From an optimization exercise on the open Yosys and OpenROAD flow, aimed at small area and a short achievable clock period; shortcuts taken in it are not production practice. Function was checked by simulation only, so behaviour that the tests miss may differ from the original. Power is estimated from default activity; no workload was simulated.

===== flow/config.mk =====
export PLATFORM = sky130hd
export DESIGN_NAME = hamwt_locator
export DESIGN_NICKNAME = hamwt_locator
export VERILOG_FILES = /design/flow/design.v
export SDC_FILE = /design/flow/constraint.sdc
export NUM_CORES = 4
export LEC_CHECK = 0
export CAP_MARGIN = 20
export CORE_MARGIN = 2
export CORE_UTILIZATION = 15
export SLEW_MARGIN = 20

===== flow/constraint.sdc =====
create_clock -name core_clock -period 14.0 [get_ports {clk}]
set_input_delay 2.8000 -clock core_clock [delete_from_list [all_inputs] [get_ports {clk}]]
set_output_delay 2.8000 -clock core_clock [all_outputs]
set_load 0.01 [all_outputs]

===== flow/design.v =====
module hamwt_locator #(
  parameter int DATA_W    = 8,
  parameter int PKT_BEATS = 128,
  parameter int MAX_ONES  = 31,
  localparam int IDX_W    = $clog2(DATA_W * PKT_BEATS),
  localparam int WT_W     = $clog2(DATA_W * PKT_BEATS + 1)
) (
  input  logic                      clk,
  input  logic                      clear_n,
  input  logic                      pkt_starts,
  input  logic                      data_valid,
  input  logic [DATA_W-1:0]         bin_data,
  output logic [WT_W-1:0]           ham_wt,
  output logic [MAX_ONES*IDX_W-1:0] locn_ones,
  output logic                      loc_ovf,
  output logic                      done,
  output logic                      busy
);
  localparam int BEAT_W = (PKT_BEATS > 1) ? $clog2(PKT_BEATS) : 1;
  localparam int OFF_W  = (DATA_W > 1) ? $clog2(DATA_W) : 1;
  localparam int CNT_W  = $clog2(DATA_W + 1);
  localparam int LOC_W  = MAX_ONES * IDX_W;
  logic              busy_q;
  logic [BEAT_W-1:0] beat_q;
  logic [WT_W-1:0]   wt_q;
  logic [IDX_W-1:0]  locs_q [MAX_ONES];
  logic [WT_W-1:0]   ham_wt_q;
  logic [IDX_W-1:0]  locn_q [MAX_ONES];
  logic              ovf_q, done_q;
  logic              start, accept, last_beat, fin;
  logic [BEAT_W-1:0] base_beat;
  logic [WT_W-1:0]   base_wt, wt_d;
  logic [OFF_W-1:0]  rot;
  logic [CNT_W-1:0]  pc;
  logic [DATA_W-1:0] d;
  logic [CNT_W-1:0]  pre [DATA_W];
  logic [DATA_W-1:0] hit;
  logic [OFF_W-1:0]  off [DATA_W];
  logic [MAX_ONES-1:0] filled, win, we, ld_new, ld_old;
  logic                hold;
  assign start     = pkt_starts & data_valid;
  assign accept    = data_valid & (start | busy_q);
  assign base_beat = start ? '0 : beat_q;
  assign base_wt   = start ? '0 : wt_q;
  assign rot       = start ? '0 : wt_q[OFF_W-1:0];
  assign last_beat = (base_beat == BEAT_W'(PKT_BEATS - 1));
  assign fin       = accept & last_beat;
  always_comb begin
    for (int p = 0; p < DATA_W; p++) d[p] = bin_data[DATA_W - 1 - p];
    pre[0] = '0;
    for (int p = 1; p < DATA_W; p++) pre[p] = pre[p-1] + CNT_W'(d[p-1]);
    pc = pre[DATA_W-1] + CNT_W'(d[DATA_W-1]);
  end
  always_comb begin
    for (int r = 0; r < DATA_W; r++) begin
      hit[r] = 1'b0;
      off[r] = '0;
      for (int p = 0; p < DATA_W; p++) begin
        if (d[p] && (OFF_W'(pre[p][OFF_W-1:0] + rot) == OFF_W'(r))) begin
          hit[r] = 1'b1;
          off[r] = off[r] | OFF_W'(p);
        end
      end
    end
  end
  always_comb begin
    logic [OFF_W:0]        lo;
    logic [WT_W-OFF_W-1:0] hi;
    lo   = {1'b0, base_wt[OFF_W-1:0]} + (OFF_W+1)'(pc);
    hi   = base_wt[WT_W-1:OFF_W];
    wt_d = {lo[OFF_W] ? hi + 1'b1 : hi, lo[OFF_W-1:0]};
  end
  always_comb begin
    for (int k = 0; k < MAX_ONES; k++) begin
      filled[k] = !start && (wt_q > WT_W'(k));
      if (start)
        win[k] = (k < DATA_W);
      else
        win[k] = (wt_q <= WT_W'(k)) && (wt_q + WT_W'(DATA_W) > WT_W'(k));
      we[k] = accept & win[k] & hit[k % DATA_W];
    end
  end
  always_ff @(posedge clk) begin
    for (int k = 0; k < MAX_ONES; k++)
      if (we[k]) locs_q[k] <= {base_beat, off[k % DATA_W]};
  end
  always_comb begin
    hold = clear_n & !fin;
    for (int k = 0; k < MAX_ONES; k++) begin
      ld_new[k] = clear_n & fin & we[k];
      ld_old[k] = clear_n & fin & !we[k] & filled[k];
    end
  end
  always_ff @(posedge clk) begin
    for (int k = 0; k < MAX_ONES; k++)
      locn_q[k] <= ({IDX_W{ld_new[k]}} & {base_beat, off[k % DATA_W]})
                 | ({IDX_W{ld_old[k]}} & locs_q[k])
                 | ({IDX_W{hold}}      & locn_q[k]);
  end
  always_ff @(posedge clk) begin
    if (accept) begin
      beat_q <= base_beat + 1'b1;
      wt_q   <= wt_d;
    end
  end
  always_ff @(posedge clk) begin
    if (!clear_n) begin
      busy_q   <= 1'b0;
      ham_wt_q <= '0;
      ovf_q    <= 1'b0;
      done_q   <= 1'b0;
    end else begin
      done_q <= fin;
      if (accept) busy_q <= !last_beat;
      if (fin) begin
        ham_wt_q <= wt_d;
        ovf_q    <= (wt_d > WT_W'(MAX_ONES));
      end
    end
  end
  always_comb
    for (int k = 0; k < MAX_ONES; k++) locn_ones[k*IDX_W +: IDX_W] = locn_q[k];
  assign ham_wt  = ham_wt_q;
  assign loc_ovf = ovf_q;
  assign done    = done_q;
  assign busy    = busy_q;
endmodule

===== flow/run.sh =====
#!/bin/bash
# synth_recipe.tcl (not shown) runs the flow's synth.tcl, then flattens the netlist and writes it again
# the make line also repeats each setting of config.mk as NAME=value (left out here)
make -C /OpenROAD-flow-scripts/flow DESIGN_CONFIG=/design/flow/config.mk WORK_HOME=/design/flow/orfs CLKGATE_MAP_FILE= SYNTH_SCRIPT=/design/flow/synth_recipe.tcl finish

==> results.toml <==
[setup_path]
path_delay_family = "adder cells"
crit_arrival_ns = 8.78
cp.buffers_inverters = 3
rrSetupSlack_ns = 9.23
critPathRequiredTime_ns = 14.28
cp-start-kind = "input port"
r2r_start = "wt_q[1]$_DFFE_PP_"
r2r-end = "locs_q[15][6]$_DFFE_PP_"
cp_slowest_stage_delay_ns = 0.87
cp-end-kind = "flip-flop"
criticalPathCategory = "in2reg"
cp_slowest_cell = "clkdlybuf4s50_1"
crit_chain = "clkdlybuf4s50_1 > fa_1 > ha_1 > ha_1 > ha_1 > ha_1 > ha_1 > inv_1 > fa_1 > xor2_1 > nor3_1 > a21oi_1 > o311ai_1 > buf_4 > nand3b_1 > o211ai_1 > nor2_1"
cp_max_fo = 17
cp_common_cell = "ha_1"
r2r_cells = 11

[die]
coreArea_um2 = 165000
dieArea_um2 = 169400
pin_count = 336
start_util_pct = 15.10
die_w_um = 411.6
dieHeight_um = 411.6
fp-row-count = 149

[sta]
period_share_pct = 60.69
slew_violations = 0
rsz0062_at_grt = "no"
timing.hold.ws_ns = 0.4271
setup_viol = 0
fmax_mhz = 117.7
hold_viol_final = 0
min_period_ns = 8.497
finalSetupTns_ns = 0
skew_ns = 0.05077
tightest_slew_ns = 1.309
slew_headroom_pct = 12.74

[outcome]
outcome = "timing/DRC/antenna clean"

[yosys]
yosysSeqAreaShare_pct = 65.55
async_reset_ff_share_pct = 0
synth_cell_types = 90
ys_ff_latch = 652
synth_area_um2 = 24920
ys.flop_type = "edfxtp_1"
syn_area_per_cell_um2 = 12.44
synth_nets = 2047
syn_inst = 2003
yosysWarnings = 5
synth_edf_count = 328

[job]
cap_violations = 0

[global_route]
antenna_found_initial = 10
grt_pass1_vias = 18260
grt_max_degree = 208
overflow = 0
grt_util_all_layers_pct = 12.31
grt_pass1_wl_mm = 147.1

[clocking]
max-clock-path-buffers = 3
numCtsBuffers = 69
hold_buffers = 0
cts-root-buf = "clkbuf_16"
htreeDepth = 3
clk_pin_slew_ns = 0.06
worstSkewPairLatency_ns = 0.67
cts_tree = "done"
cts_resized = 0
clkSinkCount = 652
cts_setup_buffers = 0

[detailed_routing]
drt_iter0_markers = 2128
vias_per_cell = 4.138
postRouteAntennaNets = 0
drt-total-wl_mm = 108.4
drc = 0
wl_per_cell_um = 23.57
detailroute.via_count = 19030
first_pass_iters = 6

[layout]
postLayoutCoreUtil_pct = 20.21
drive_gt1_share_pct = 8.770
stdcell_area_um2 = 33340
area_growth_pct = 33.79
nNetsFinal = 2393

[placed_design]
placed_area_um2 = 30970
hpwl_mm = 81.46
gp_congestion = 0.9438
io_buffers = 335

[min_path]
min_to = "locn_q[1][2]$_DFF_P_"
whs_path_depth = 2
min_from = "locs_q[1][2]$_DFFE_PP_"
hold_path.class = "reg2reg"

[pwr]
p_leak_uw = 0.01104
power.total_uw = 5288
power_density_nw_per_um2 = 158.6
vdd_drop_max_v = 0.00008276
cell type report:
type,instances,area [um2]
Multi-Input combinational cell,1203,8049
Tap cell,2189,2739
Clock inverter,31,410.4
Antenna cell,4,10.01
Sequential cell,652,16340
Fill cell,17830,131600
Timing Repair Buffer,377,3682
Inverter,46,172.7
Clock buffer,97,1942
cells by family (layout without fill, tap and decap cells):
family	after synthesis	after routing	share of synthesized area, %
AOI/OAI and AO/OA	655	655	18.85
xor gates and xnor gates	46	46	1.998
adders and majority gates	32	32	1.818
buffers and inverters	148	551	2.355
DFF	652	652	65.55
muxes	1	1	0.04518
other	0	4	0
and+or+nand+nor	469	469	9.384
worst max path at each step:
stage / from / endpoint / slack [ns] / cells past startpoint
5_1_grt: bin_data[7] / locs_q[15][8]$_DFFE_PP_ / 5.31 / 17
4_1_cts: bin_data[7] / locs_q[15][6]$_DFFE_PP_ / 5.66 / 17
3_3_place_gp: bin_data[7] / locs_q[10][6]$_DFFE_PP_ / 4.82 / 15
2_1_floorplan: bin_data[5] / locs_q[10][0]$_DFFE_PP_ / 6.45 / 15
3_5_place_dp: bin_data[7] / locs_q[15][9]$_DFFE_PP_ / 4.97 / 17
6_report: bin_data[7] / locs_q[15][6]$_DFFE_PP_ / 5.50 / 17
power by group:
part           switching (uW)  internal (uW)  leakage, uW
clock network             814           1070      0.00114
registers                19.8           2130      0.00560
logic                     956            300      0.00429
through the flow:
step                cells  setup slack, ns
floorplan            2003            6.455
global placement     4466            4.816
detailed placement   4467            4.968
CTS                  4595            5.659
global route         4595            5.307
finish               4599            5.503
registers in the layout, summed over array words and instances, names as in the netlist:
register and count:
busy_q 1, ovf_q 1, locs_q 310, wt_q 11, done_q 1, beat_q 7, locn_q 310, ham_wt_q 11
cells in the mapped netlist (all sizes together), types with 43 or more instances:
cell,n,area (um2)
a221o,114,1141
edfxtp,328,9849
a22oi,170,1276
nor3,43,252.7
a21oi,54,277.8
nand2,137,514.2
o21ai,193,965.9
clkbuf,81,304.0
inv,44,165.2
nor2,109,434.2
nand3,48,245.2
dfxtp,324,6486
worst min-delay path, stage by stage, from the launching register on:
cell,delay [ns]
edfxtp_1,0.32
a22oi_1,0.06
o21ai_0,0.06
metal layers:
metal	global-route usage (%)	share of wire, %	vias up
li1	-	-	8424
met1	16.05	43	9626
met2	19.93	46	862
met3	3.914	9.1	118
met4	2.305	1.7	2
met5	0	0.012	-
cell usage in the layout (no fill, tap or decap), types with 34 or more instances in the layout:
cell and instances:
inv_1 44, edfxtp_1 328, buf_4 39, nor2_1 102, a22oi_1 170, nand2_1 134
dfxtp_1 324, a221o_1 114, a21oi_1 51, clkbuf_16 69, nor3_1 34, clkdlybuf4s50_1 335
nand3_1 47, o21ai_0 184

==> port drivers added, routing unchanged <==
The results above use ideal ports. As a check the final layout listed here was re-extracted and re-timed, cells and wires unchanged.
Step 1 (the two cells are an assumption about what drives the block):
set clk [get_ports {clk}]
set_driving_cell -lib_cell sky130_fd_sc_hd__clkbuf_16 $clk
set_driving_cell -lib_cell sky130_fd_sc_hd__buf_2 [delete_from_list [all_inputs] $clk]
Step 2 moves the port delays by t, midway between the first and last clock arrival at a register: inputs arrive t later, outputs are due t later. That takes back most of the time a late clock gives input paths.
Three values: ideal, step 1, step 2; two values: the first two.
t (ns): 0.702
setup slack, ns: 5.503 / 5.457 / 4.755
worst slew at a driven data input, ns: 0.15
After both steps setup and hold are still met in this run. The setup slack of this run moves by -0.046 ns with the drivers and by -0.748 ns with both steps.
